Background: an optimization exercise with open tools, aiming at small area, a short achievable clock period and few clock cycles per item. Do not read the settings as production practice.
Function was checked by simulation only, so behaviour that the tests miss may differ from the original.
No activity file was given, so power comes from the tool's default toggle rates.

== job 425 ==
// averaged_current_sense
module averaged_current_sense (
  input  wire logic                            clk,
  input  wire logic                            rst,
  input  wire logic                            s_valid,
  output logic                                 s_ready,
  input  wire logic [acs_pkg::CH_W-1:0]        s_channel,
  input  wire logic                            s_kind,
  input  wire logic [acs_pkg::SAMPLE_BITS-1:0] s_sample,
  output logic                                 r_valid,
  input  wire logic                            r_ready,
  output logic [acs_pkg::CH_W-1:0]             r_channel,
  output logic                                 r_kind,
  output logic [acs_pkg::SAMPLE_BITS-1:0]      r_average,
  output logic [acs_pkg::MA_W-1:0]             r_current_ma,
  input  wire logic                            cfg_we,
  input  wire logic [acs_pkg::CFG_IDX_W-1:0]   cfg_index,
  input  wire logic [acs_pkg::CFG_W-1:0]       cfg_data
);
  logic [acs_pkg::CNT_W-1:0]  meas_lim;    
  logic [acs_pkg::CNT_W-1:0]  cal_lim;     
  logic [acs_pkg::DB_W-1:0]   deadband;
  logic [acs_pkg::GAIN_W-1:0] gain;
  always_ff @(posedge clk) begin
    if (rst) begin
      meas_lim <= acs_pkg::CNT_W'(64 - 1);
      cal_lim  <= acs_pkg::CNT_W'(200 - 1);
      deadband <= acs_pkg::DB_W'(149);
      gain     <= acs_pkg::GAIN_W'(5158);
    end else if (cfg_we) begin
      case (cfg_index)
        acs_pkg::REG_MEASURE_COUNT:   meas_lim <= acs_pkg::count_limit(cfg_data[acs_pkg::LEN_W-1:0]);
        acs_pkg::REG_CALIBRATE_COUNT: cal_lim  <= acs_pkg::count_limit(cfg_data[acs_pkg::LEN_W-1:0]);
        acs_pkg::REG_DEADBAND:        deadband <= cfg_data[acs_pkg::DB_W-1:0];
        default:                      gain     <= cfg_data[acs_pkg::GAIN_W-1:0];
      endcase
    end
  end
  logic stall;
  logic j_free;
  logic hold;
  assign stall = r_valid && !r_ready;
  assign hold  = !j_free;
  logic                            n_valid;
  logic [acs_pkg::CH_W-1:0]        n_ch;
  logic                            n_kind;
  logic [acs_pkg::SAMPLE_BITS-1:0] n_sample;
  acs_queue u_queue (
    .clk(clk), .rst(rst), .hold(hold),
    .s_valid(s_valid), .s_ready(s_ready), .s_channel(s_channel),
    .s_kind(s_kind), .s_sample(s_sample),
    .n_valid(n_valid), .n_ch(n_ch), .n_kind(n_kind), .n_sample(n_sample)
  ...
Size: ~3,200 cells after synthesis.
Settings: LEC_CHECK=0, ABC_AREA=1, ABC_CLOCK_PERIOD_IN_PS=3500, CAP_MARGIN=20, CORE_MARGIN=2, CORE_UTILIZATION=40, CTS_BUF_LIST=sky130_fd_sc_hd__clkbuf_4 sky130_fd_sc_hd__clkbuf_8, CTS_CLUSTER_SIZE=30, SETUP_SLACK_MARGIN=5.0, SLEW_MARGIN=20; clock period 8.5 ns.
standard.sh (not shown) runs the stock make flow with config.mk's settings and CLKGATE_MAP_FILE= SYNTH_SCRIPT=/design/flow/synth_recipe.tcl, a recipe that flattens the netlist after the stock synthesis.
==> flow/flow/run.sh <==
#!/bin/bash
# The standard layout, with buf_2 port buffers, resizing not held to a cell's
# footprint, and timing repair aiming at 5.2 ns of setup slack.
bash standard.sh MATCH_CELL_FOOTPRINT=0 "BUFFER_PORTS_ARGS=-buffer_cell sky130_fd_sc_hd__buf_2" SETUP_SLACK_MARGIN=5.2 finish > standard.log 2>&1
Testbench counts of job 425, summed over its fixed seeds: cycles 16,657, items 4,813.
Edits applied to the flow inputs when going from job 425 to job 9794:
Settings: SETUP_SLACK_MARGIN: 5.0 -> 4.7.
==> flow/flow/run.sh <==
#!/bin/bash
# The standard layout, with buf_2 port buffers and resizing not held to a cell's footprint.
bash standard.sh MATCH_CELL_FOOTPRINT=0 "BUFFER_PORTS_ARGS=-buffer_cell sky130_fd_sc_hd__buf_2" finish > standard.log 2>&1
## What came out
Job 425 reports its launch point of the worst path as rst while job 9794 reports u_back.p2_corr[2]. Critical path class: in -> reg -> job 425, reg -> reg -> job 9794. Of job 425 and job 9794, job 425 shows the lower clock network power share, with job 9794 above it. Between job 425 and job 9794, the cell count went down. Looking at buffer and inverter count on the worst path, job 9794 sits below job 425. Job 9794 has less setup slack than job 425. The initial antenna violation count in job 9794 sits 1 below the value recorded for job 425. Looking at the reports, job 9794 completed the entire flow and the layout it produced met the timing, design-rule and antenna checks.
Inputs modified between job 9794 and job 4636:
Settings: a change of CTS_CLUSTER_SIZE from 30 to 12; a change of SETUP_SLACK_MARGIN from 4.7 to 5.0; an added CTS_CLUSTER_DIAMETER of 100.
==> flow/flow/run.sh <==
#!/bin/bash
# The standard layout, with buf_2 port buffers, resizing not held to a cell's
# footprint, and timing repair aiming at 5.35 ns of setup slack.
bash standard.sh MATCH_CELL_FOOTPRINT=0 "BUFFER_PORTS_ARGS=-buffer_cell sky130_fd_sc_hd__buf_2" SETUP_SLACK_MARGIN=5.35 finish > standard.log 2>&1
### Flow results
- Power on job 4636 is behind job 9794.
- Relative to job 9794, utilization has gone up in job 4636.
- Diff job 4636 and job 9794: area added between synthesis and finish higher in job 4636

==> port drivers added, routing unchanged <==
In the flow no input, the clock included, has a driving cell. The finished layouts below were timed again as built, in two steps. Step 1 (the two cells are an assumption about what drives the block):
set clk [get_ports {clk}]
set_driving_cell -lib_cell sky130_fd_sc_hd__clkbuf_16 $clk
set_driving_cell -lib_cell sky130_fd_sc_hd__buf_2 [delete_from_list [all_inputs] $clk]
Step 2 adds t to the input delays and takes it off the output delays; t is the mean of the earliest and latest rising clock arrival at the registers after step 1. Input paths then give back, and output paths get back, about the clock's delay inside the block. Slacks: no drivers / after step 1 / after step 2; pairs: no drivers / after step 1.
run	shift t [ns]	setup slack, ns	worst setup path at the end	worst data-port slew with drivers (ns)
job 425	0.742	5.259 / 5.254 / 4.511	input to register	0.11
job 9794	0.735	4.842 / 4.842 / 4.190	input to register	0.11
job 4636	0.738	5.240 / 5.240 / 4.750	input to register	0.11
After both steps every run listed still meets setup and hold. For job 425, which loses most, drivers alone change the setup slack by -0.005 ns; drivers and shift together by -0.748 ns.
